Context: an optimization exercise on an open-source flow, tuned for small area, a short achievable clock period and few clock cycles per item. The choices shown serve that exercise and are no tape-out recipe.
Only simulation tests tie the RTL to the original design; equivalence was not proved.

## flow/design.v (module list and top-level ports; edited modules follow where they fit)
// module ex_muldiv_unit: 777 lines
// module ex_muldiv_abs32: 13 lines
// module ex_muldiv_cout32: 22 lines
// module ex_muldiv_add32: 27 lines
module ex_muldiv_unit (
  input  logic        clk,
  input  logic        rst,
  input  logic        start_i,
  input  logic [2:0]  op_i,
  input  logic [31:0] rs1_i,
  input  logic [31:0] rs2_i,
  input  logic [4:0]  rd_addr_i,
  input  logic        flush_i,
  output logic        busy_o,
  output logic        done_o,
  output logic [31:0] result_o,
  output logic [4:0]  rd_addr_o
);
  // ...
==> flow/flow/run.sh <==
#!/bin/bash
set -euo pipefail
grep -q 'SETUP_SLACK_MARGIN=5 ' standard.sh
sed 's/SETUP_SLACK_MARGIN=5 /SETUP_SLACK_MARGIN=5.5 /' standard.sh > standard_margin.sh
bash standard_margin.sh > standard.log 2>&1
==> flow/standard.sh <==
#!/bin/bash
# synth_recipe.tcl (not shown) runs the flow's synth.tcl, then flattens the netlist and writes it again
# the make line also repeats each setting of config.mk as NAME=value (left out here)
make -C /OpenROAD-flow-scripts/flow DESIGN_CONFIG=/design/flow/config.mk WORK_HOME=/design/flow/orfs CLKGATE_MAP_FILE= SYNTH_SCRIPT=/design/flow/synth_recipe.tcl "${@:-finish}"
==> flow/config.mk <==
export PLATFORM = sky130hd
export DESIGN_NAME = ex_muldiv_unit
export DESIGN_NICKNAME = ex_muldiv_unit
export VERILOG_FILES = /design/flow/design.v
export SDC_FILE = /design/flow/constraint.sdc
export NUM_CORES = 4
export LEC_CHECK = 0
export CAP_MARGIN = 30
export CORE_MARGIN = 2
export CORE_UTILIZATION = 40
export SETUP_SLACK_MARGIN = 5
export SLEW_MARGIN = 30
export SYNTH_HIERARCHICAL = 1
==> flow/constraint.sdc <==
create_clock -name core_clock -period 11.0 [get_ports {clk}]
set_input_delay 2.2000 -clock core_clock [delete_from_list [all_inputs] [get_ports {clk}]]
set_output_delay 2.2000 -clock core_clock [all_outputs]
set_load 0.01 [all_outputs]
==> summary.txt, run 1 <==
* Synth Area in XOR/XNOR at 11.8%
* Reg2Reg Setup Slack at 5590 ps
* Adder-Cell Fraction of Synth Area at 20.1%
* Warnings from Yosys at 14
* Die area at roughly 68000 sq um
* Remaining DRCs at 0
* Critical Path Slowest Stage Cell: dfxtp_4
* Status: complete, no violations
* Worst r2r path cells at 22
* Met2 Wirelength at 49900 um
* CP cell instances: buf_12, buf_16, mux2i_2, xnor2_1, ha_1, a21oi_2, nand2_1, o2111ai_2, nand4b_1, buf_4, a31oi_4, buf_6, o21ai_4, a31oi_4, xnor2_1, buf_2
* Max FFs per register at 64
* Die height at 262 um
* Final Wtd Congestion at slightly above 1
* Synth Register Bits at 220
* Grt met2 use at 50.5%
* Via count at 25859
* Final period util at a little over half
* Fillcell total at 6317
* Grt met1 use at between 40% and 50%
* Main combinational cell family by area after synthesis: compound AO/OA/AOI/OAI gates
* Layout cell share with drive strength beyond 1 at between 10 and 15%
* Vias in the first global route at 24953
* Die W at 262 um
Testbench counts, summed over its fixed seeds: cycles 19,280, ops 4,000.
==> run 2: changes to the inputs <==
==> flow/run.sh (new file) <==
#!/bin/bash
# synth_recipe.tcl (not shown) runs the flow's synth.tcl, then flattens the netlist and writes it again
# the make line also repeats each setting of config.mk as NAME=value (left out here)
make -C /OpenROAD-flow-scripts/flow DESIGN_CONFIG=/design/flow/config.mk WORK_HOME=/design/flow/orfs CLKGATE_MAP_FILE= SYNTH_SCRIPT=/design/flow/synth_recipe.tcl finish
--- a/flow/config.mk
+++ b/flow/config.mk
@@ -8,6 +8,8 @@
 export CAP_MARGIN = 30
 export CORE_MARGIN = 2
 export CORE_UTILIZATION = 40
+export CTS_BUF_LIST = sky130_fd_sc_hd__clkbuf_4 sky130_fd_sc_hd__clkbuf_8
+export CTS_CLUSTER_SIZE = 25
 export SETUP_SLACK_MARGIN = 5
 export SLEW_MARGIN = 30
 export SYNTH_HIERARCHICAL = 1
removed: flow/flow/run.sh
removed: flow/standard.sh
==> run 2 against run 1 <==
Wire length down 1.5%. Sequential cell count unchanged. Sequential share of layout area up 0.26 points. Still clean on timing, DRC and antenna. Cell count down 0.55%.
==> summary.txt, run 2 <==
* Status: complete, no violations
* Most common cell after layout, fill and taps aside: nand2_1
* Min-Delay Path Class: reg2reg
* Core area at roughly 66000 sq um
* CP cell instances: buf_12, mux2i_4, xnor2_1, ha_1, a21oi_1, nand2_2, o2111ai_4, nand4b_1, buf_4, a31oi_4, o21ai_4, a21oi_2, xnor2_1, clkdlybuf4s15_2
* Largest cells by area after synthesis: dfxtp_1 16%, fa_1 12%, ha_1 7.8%
* Fin. Hold Viols at 0
* Setup crit start kind: register
* Drt first pass iters at 7
* Reg2Reg Setup Slack at 5190 ps (-400 ps)
* Commonest non-fill, non-tap cells in the layout: 303 x nand2_1, 297 x inv_1, 196 x dfxtp_1
* Row count at 94
* Final period util at 54.7% (+1.2 points)
* Num Clock Sinks at 220
* Layout cell share with drive strength beyond 1 at 11.2% (-3.3 points)
* Sequential area share after synthesis at 16.7%
* Area of the multi-input gates at 20600 sq um
* Max FFs per register at 64 (unchanged)
* Final nets at approximately 3700
* Post-synth EDFFs at 0
* Starting density of the core at 40.3%
* Peak Freq at about 170 MHz
* Max-cap violation count at 0
* Via count at 25625 (-0.90%)
* Synth Register Bits at 220 (unchanged)
* Slew headroom at between 20% and 30%
* Top cells by count, synth: 305 x nand2_1, 299 x inv_1, 216 x dfxtp_1
* Die W at 262 um (unchanged)
* Delay-heaviest family, CP: compound AO/OA/AOI/OAI gates
* CP required at 8800 ps
* Die area at 68400 sq um (unchanged)
* Clock latency on the worst-skew pair at 650 ps
* Final setup fails at 0
* Slew Viols, Final at 0
* Endpoint class of the critical path: primary output
* Top-count cell post-synth: nand2_1
* H-tree depth at 2
* Root Buffer: clkbuf_8
* Initial antenna violation count at 7
* Via density at 6.13
* Fin Hold WS at slightly below 600 ps
* Synth Flop Type: dfxtp_1
* Tmin final at 6010 ps
* Slew @ Worst Pin at 1070 ps
* Quantity of hold-fixing buffers added after cts at 0
* Syn Area/Cell at 8.16 sq um
* Boundary Pins at 115
* Warnings from Yosys at 14 (unchanged)
* CTS tree: done
* Crit-path max cell delay at between 400 and 500 ps
* CP arrival at 3810 ps
* DR WL/cell at 26.4 um
* IO Port Bufs at 104
* Worst-path clk slew at ~60 ps
* CTS buffer count at 43
* First-pass GRT wire length at 162000 um
* Synth Instances at 3249
* Post-Syn Area at 26500 sq um
* First DRT Iteration DRCs at 3243
* Final instance count without filler cells at 4182
* Synth top area share at 16.3%
* Largest Register: acc_q
* Layout area overhead at 14.5%
* Setup TNS at 0 ps
* Area leader, netlist: dfxtp_1
* Skew final at 41.8 ps
* Remaining DRCs at 0 (unchanged)
* Critical Path Slowest Stage Cell: dfxtp_4
* Synth cell types at 108
* Async S/R FF share, synth at 1.82%
* Die height at 262 um (unchanged)
* Vias in the first global route at 24775 (-0.71%)
* Post-DRT Antenna Nets at 0
* FF+latch area at 4460 sq um
* Pin count of the biggest net entering global routing at just under 80
* CP max FO at 5
* Most frequent cell on the critical path: xnor2_1
* Setup CP Type: reg2out
* Unrepaired setup endpoints after global routing: true
* Final Wtd Congestion at 1.01 (-0.59%)
* Largest registers: acc_q x64, accc_q x63, a_q x33
* Fillcell total at 6450 (+2.1%)
* Total GRT Usage at 31.8%
* Net Count, Synth at 3652
* Bufs and invs on worst path at 3
* Clock tree buffer depth at 3
* Total Routed Length at roughly 110000 um
* Placed Cells at 4055
* GRT overflow at 0
* Post-DP HPWL at 83900 um
-- run 2: cell count changes in the layout (fill, tap and decap cells not counted), sizes merged, moves of 2 or more --
cell,before,now
clkdlybuf4s50,62,79
inv,308,304
buf,172,108
bufbuf,1,4
clkbuf,43,69
dlymetal6s2s,7,4
clkdlybuf4s15,0,2
-- run 2: timing repair --
| item | CTS | global route |
|---|---|---|
| cloned | 6 | 1 |
| resized for setup | 130 | 70 |
| pin swaps | 24 | 30 |
| setup endpoints to repair | 66 | 50 |
| buffers inserted | 28 | 12 |
-- run 2: through the flow --
step	setup WS, ps	utilization (%)	instance area (sq um)
2_1_floorplan	5490	-	26500
3_3_place_gp	4080	42.9	28200
3_5_place_dp	4000	43.0	28200
4_1_cts	5000	45.6	30000
5_1_grt	4900	46.2	30400
6_report	4990	46.2	30400
-- run 2: cell families (layout without fill, tap and decap cells) --
kind of cell,Yosys count,count (layout),synth area share [%]
flops,220,220,16.7
buf+inv,525,590,7.83
simple gates,725,725,13.0
mux,201,201,7.69
xor+xnor,357,357,11.8
fa+ha+maj,329,329,20.1
other cells,1,4,0.0141
compound gates,891,892,23.0
-- run 2: final cells by class --
class                           count  area share [%]
Antenna cell                        3          0.0247
Sequential cell                   220            14.7
Clock inverter                     11           0.367
Inverter                          304            3.76
Clock buffer                       66            2.83
Timing Repair Buffer              209            6.81
Tap cell                          864            3.56
Multi-Input combinational cell   2505            68.0
-- run 2: worst register-to-register path: cells and delay by family (launching register included) --
kind / cells / cell delay [ps]
flops: 1 / 290
fa+ha+maj: 2 / 860
mux: 1 / 360
compound gates: 9 / 2270
simple gates: 5 / 1280
buf+inv: 3 / 650
-- run 2: final timing paths --
path                       startpoint           end  cells past startpoint
setup reg to reg              a_q[16]     acc_q[40]                     20
max in group asynchronous         rst         s_mul                      2
setup / recovery              selhi_q  result_o[26]                     14
min in group asynchronous         rst         s_div                      2
hold reg to reg              cnt_q[2]      cnt_q[2]                      2
hold / removal               cnt_q[2]      cnt_q[2]                      2
-- run 2: per-layer routing --
metal  part of all wire, %  vias up  global-route usage [%]
met5                 0.012        -                       0
met4                   5.4        2                    15.3
met3                    11      312                    7.42
met2                    44     1555                    49.7
met1                    39    12309                    41.3
li1                      -    11447                       -
-- run 2: per-module statistics from Yosys (local to each module, per instance) --
| module | area, sq um | flip-flops and latches |
|---|---|---|
| ex_muldiv_unit | 23800 | 220 |
| ex_muldiv_add32 | 1510 | 0 |
| ex_muldiv_abs32 | 746 | 0 |
| ex_muldiv_cout32 | 449 | 0 |
==> run 3: changes to the inputs <==
--- a/flow/config.mk
+++ b/flow/config.mk
@@ -8,8 +8,6 @@
 export CAP_MARGIN = 30
 export CORE_MARGIN = 2
 export CORE_UTILIZATION = 40
-export CTS_BUF_LIST = sky130_fd_sc_hd__clkbuf_4 sky130_fd_sc_hd__clkbuf_8
-export CTS_CLUSTER_SIZE = 25
 export SETUP_SLACK_MARGIN = 5
 export SLEW_MARGIN = 30
 export SYNTH_HIERARCHICAL = 1
==> run 3 against run 2 <==
Core utilization decreased by 0.089 points. Fmax increased by 0.10%. Still clean on timing, DRC and antenna. Area after synthesis unchanged. Clock skew decreased by 9.8 ps. Wire length decreased by 0.37%. Non-clock buffer count rose by 1. Die area stayed put.
==> summary.txt, run 3 <==
* Status: complete, no violations
* Most common cell after layout, fill and taps aside: nand2_1
* Post-DRT Antenna Nets at 0 (unchanged)
* Pin count of the biggest net entering global routing at 77 (unchanged)
* Final instance count without filler cells at 4156 (-0.62%)
* WHS Path Cells at 2 (unchanged)
* Quantity of hold-fixing buffers added after cts at 0 (unchanged)
* Vias in the first global route at 24676 (-0.40%)
* Drt first pass iters at 7 (unchanged)
* Remaining DRCs at 0 (unchanged)
* Main combinational cell family by area after synthesis: compound AO/OA/AOI/OAI gates
* Post-synthesis compound-gate area fraction at 23.0% (unchanged)
* CP required at 8800 ps (about the same)
* Commonest non-fill, non-tap cells in the layout: 305 x nand2_1, 297 x inv_1, 199 x dfxtp_1
* Endpoint class of the critical path: primary output
* Post-Synth Simple-Gate Area at 13.0% (unchanged)
* Synth top area share at 16.3% (unchanged)
* Synth Register Bits at 220 (unchanged)
* Synth Instances at 3249 (unchanged)
* Total Routed Length at 110000 um (-0.37%)
* Root Buffer: clkbuf_16
* Post-Syn Area at 26500 sq um (unchanged)
* Setup TNS at 0 ps (unchanged)
* Slew @ Worst Pin at 1030 ps (-39.5 ps)
* Boundary Pins at 115 (unchanged)
* Final period util at 54.6% (about the same)
* Top-count cell post-synth: nand2_1
* Slew Viols, Final at 0 (unchanged)
* Die area at 68400 sq um (unchanged)
* Starting density of the core at 40.3% (unchanged)
* Layout cell share with drive strength beyond 1 at 9.97% (-1.2 points)
* Initial antenna violation count at 5 (-2)
* CTS tree: done
* DR WL/cell at 26.5 um (+0.25%)
* Synth cell types at 108 (unchanged)
* CP max FO at 5 (unchanged)
* Final Wtd Congestion at 1.01 (unchanged)
* Row count at 94 (unchanged)
* CP arrival at 3810 ps (about the same)
* Largest Register: acc_q
* Fin. Hold Viols at 0 (unchanged)
* Setup crit start kind: register
* Total GRT Usage at 31.5% (-0.26 points)
* Final nets at 3672 (-0.38%)
* Die W at 262 um (unchanged)
* Synth Flop Type: dfxtp_1
* Post-Route Utilization at 46.1% (-0.089 points)
* Async S/R FF share, synth at 1.82% (unchanged)
* Max-cap violation count at 0 (unchanged)
* Min-Delay Path Class: reg2reg
* Unrepaired setup endpoints after global routing: true
* Fin Hold WS at 588 ps (+1.81 ps)
* H-tree depth at 1 (-1)
* Setup CP Type: reg2out
* Worst-path clk slew at 70 ps (about the same)
* Largest registers: acc_q x64, accc_q x63, a_q x33
* Max FFs per register at 64 (unchanged)
* Die height at 262 um (unchanged)
* Met2 Wirelength at 48300 um (-1.4%)
* Syn Area/Cell at 8.16 sq um (unchanged)
* Adder-Cell Fraction of Synth Area at 20.1% (unchanged)
* Num Clock Sinks at 220 (unchanged)
* First DRT Iteration DRCs at 3075 (-5.2%)
* CTS buffer count at 28 (-35%)
* Largest cells by area after synthesis: dfxtp_1 16%, fa_1 12%, ha_1 7.8%
* IO Port Bufs at 104 (unchanged)
* Final setup fails at 0 (unchanged)
* Highest Signal Layer: met5
* Core area at 65700 sq um (unchanged)
* Final WS setup at 4990 ps (+6.00 ps)
* Via density at 6.13 (about the same)
* Synth Area in XOR/XNOR at 11.8% (unchanged)
* Sequential area share after synthesis at 16.7% (unchanged)
* First-pass GRT wire length at 161000 um (-0.58%)
* Post-synth EDFFs at 0 (unchanged)
* Area leader, netlist: dfxtp_1
* Top cells by count, synth: 305 x nand2_1, 299 x inv_1, 216 x dfxtp_1
* Clock tree buffer depth at 3 (unchanged)
* Tmin final at 6010 ps (-6.00 ps)
* Via count at 25459 (-0.65%)
* Clock latency on the worst-skew pair at 600 ps (-50 ps)
* Pre-CTS setup slack at 4000 ps (unchanged)
* Wl on met1 at 43400 um (about the same)
* Mux contribution to synthesized area at 7.69% (unchanged)
* Slew headroom at 30.5% (+2.7 points)
* Layout area overhead at 14.3%
* Peak Freq at 166 MHz (+0.10%)
* Worst r2r path cells at 20 (unchanged)
* GRT overflow at 0 (unchanged)
* Skew final at 32.0 ps (-9.76 ps)
* Post-DP HPWL at 83900 um (unchanged)
* Routed wl met3 at 12100 um (about the same)
* Warnings from Yosys at 14 (unchanged)
* Net Count, Synth at 3652 (unchanged)
* Placed Cells at 4055 (unchanged)
run 3: logic make-up (layout without fill, tap and decap cells):
group,Yosys count,in the layout
adders and majority gates,329,329
buffers and inverters,525,565
DFF,220,220
AOI/OAI and AO/OA,891,892
other,1,3
muxes,201,201
xor gates and xnor gates,357,357
and+or+nand+nor,725,725
run 3: repair_timing:
action / 4_1_cts / 5_1_grt
endpoints found under the setup margin: 66 / 57
setup buffers: 22 / 21
pin swaps: 18 / 25
endpoints found under the hold margin: 0 / 0
cloned: 4 / 1
gates resized for setup: 103 / 79
run 3: metrics by stage:
step	instance area [sq um]
after global placement	28200
after detailed placement	28200
after floorplan	26500
after global routing	30300
final	30300
after CTS	29800
run 3: path summary, 6_finish.rpt:
kind | start | to | slack (ps)
worst max-delay path | selhi_q | result_o[23] | 4990
worst min-delay path | cnt_q[2] | cnt_q[2] | 590
worst max register to register | acc_q[33] | acc_q[40] | 5150
worst min register to register | cnt_q[2] | cnt_q[2] | 590
max in group asynchronous | rst | s_mul | 9030
min in group asynchronous | rst | s_done | 1810
run 3: Yosys stat by module, one instance, submodules excluded:
| module | flip-flops and latches | copies in the design | cells inside |
|---|---|---|---|
| ex_muldiv_cout32 | 0 | 1 | 72 |
| ex_muldiv_abs32 | 0 | 1 | 87 |
| ex_muldiv_add32 | 0 | 1 | 202 |
| ex_muldiv_unit | 220 | 1 | 2888 |
run 3: worst max-delay path, stage by stage, from the launching register on:
cell,delay (ps)
dfxtp_4,390
buf_4,170
buf_16,150
mux2i_4,330
xnor2_2,180
ha_4,240
a21oi_2,160
nor2_2,70
o2111ai_2,220
nand4b_1,190
buf_4,180
a31oi_4,220
nand2b_1,120
a21oi_1,190
xnor2_1,140
clkdlybuf4s15_2,250
run 3: per-layer routing:
layer	GRT usage [%]	up-vias
met1	41.2	12146
met4	14.9	2
met3	6.91	327
met2	49.4	1576
li1	-	11408
met5	0	-
run 3: cell type report:
type | count | area, sq um
Tap cell | 864 | 1080
Fill cell | 6449 | 35400
Sequential cell | 220 | 4450
Multi-Input combinational cell | 2505 | 20600
Clock inverter | 11 | 168
Inverter | 304 | 1140
Timing Repair Buffer | 210 | 2040
Clock buffer | 40 | 848
Antenna cell | 2 | 5.00

port drivers added, routing unchanged:
The flow's constraints put no driver on any port. The routed layouts listed below were extracted and timed again, unchanged, in two steps.
Step 1, drivers: a clkbuf_16 drives clk and a buf_2 each remaining input, both assumed.
Step 2 times the ports against the registers' clock, not the clock port: input delays grow and output delays shrink by t, the midpoint of the rising clock arrivals with the driver on.
Slacks: no drivers / after step 1 / after step 2; pairs: no drivers / after step 1.
run	shift t [ns]	setup WS [ns]	worst setup path after step 2	clock arrival spread, ns	pins driven straight from the clock port
run 1	0.639	5.119 / 5.054 / 4.971	input to register	0.018 / 0.018	1
run 2	0.686	4.987 / 4.925 / 4.632	input to register	0.042 / 0.042	1
run 3	0.645	4.993 / 4.928 / 4.616	input to register	0.032 / 0.032	1
After both steps every run listed still meets setup and hold. The setup slack of run 3, which loses most, moves by -0.065 ns with the drivers and by -0.377 ns with both steps.
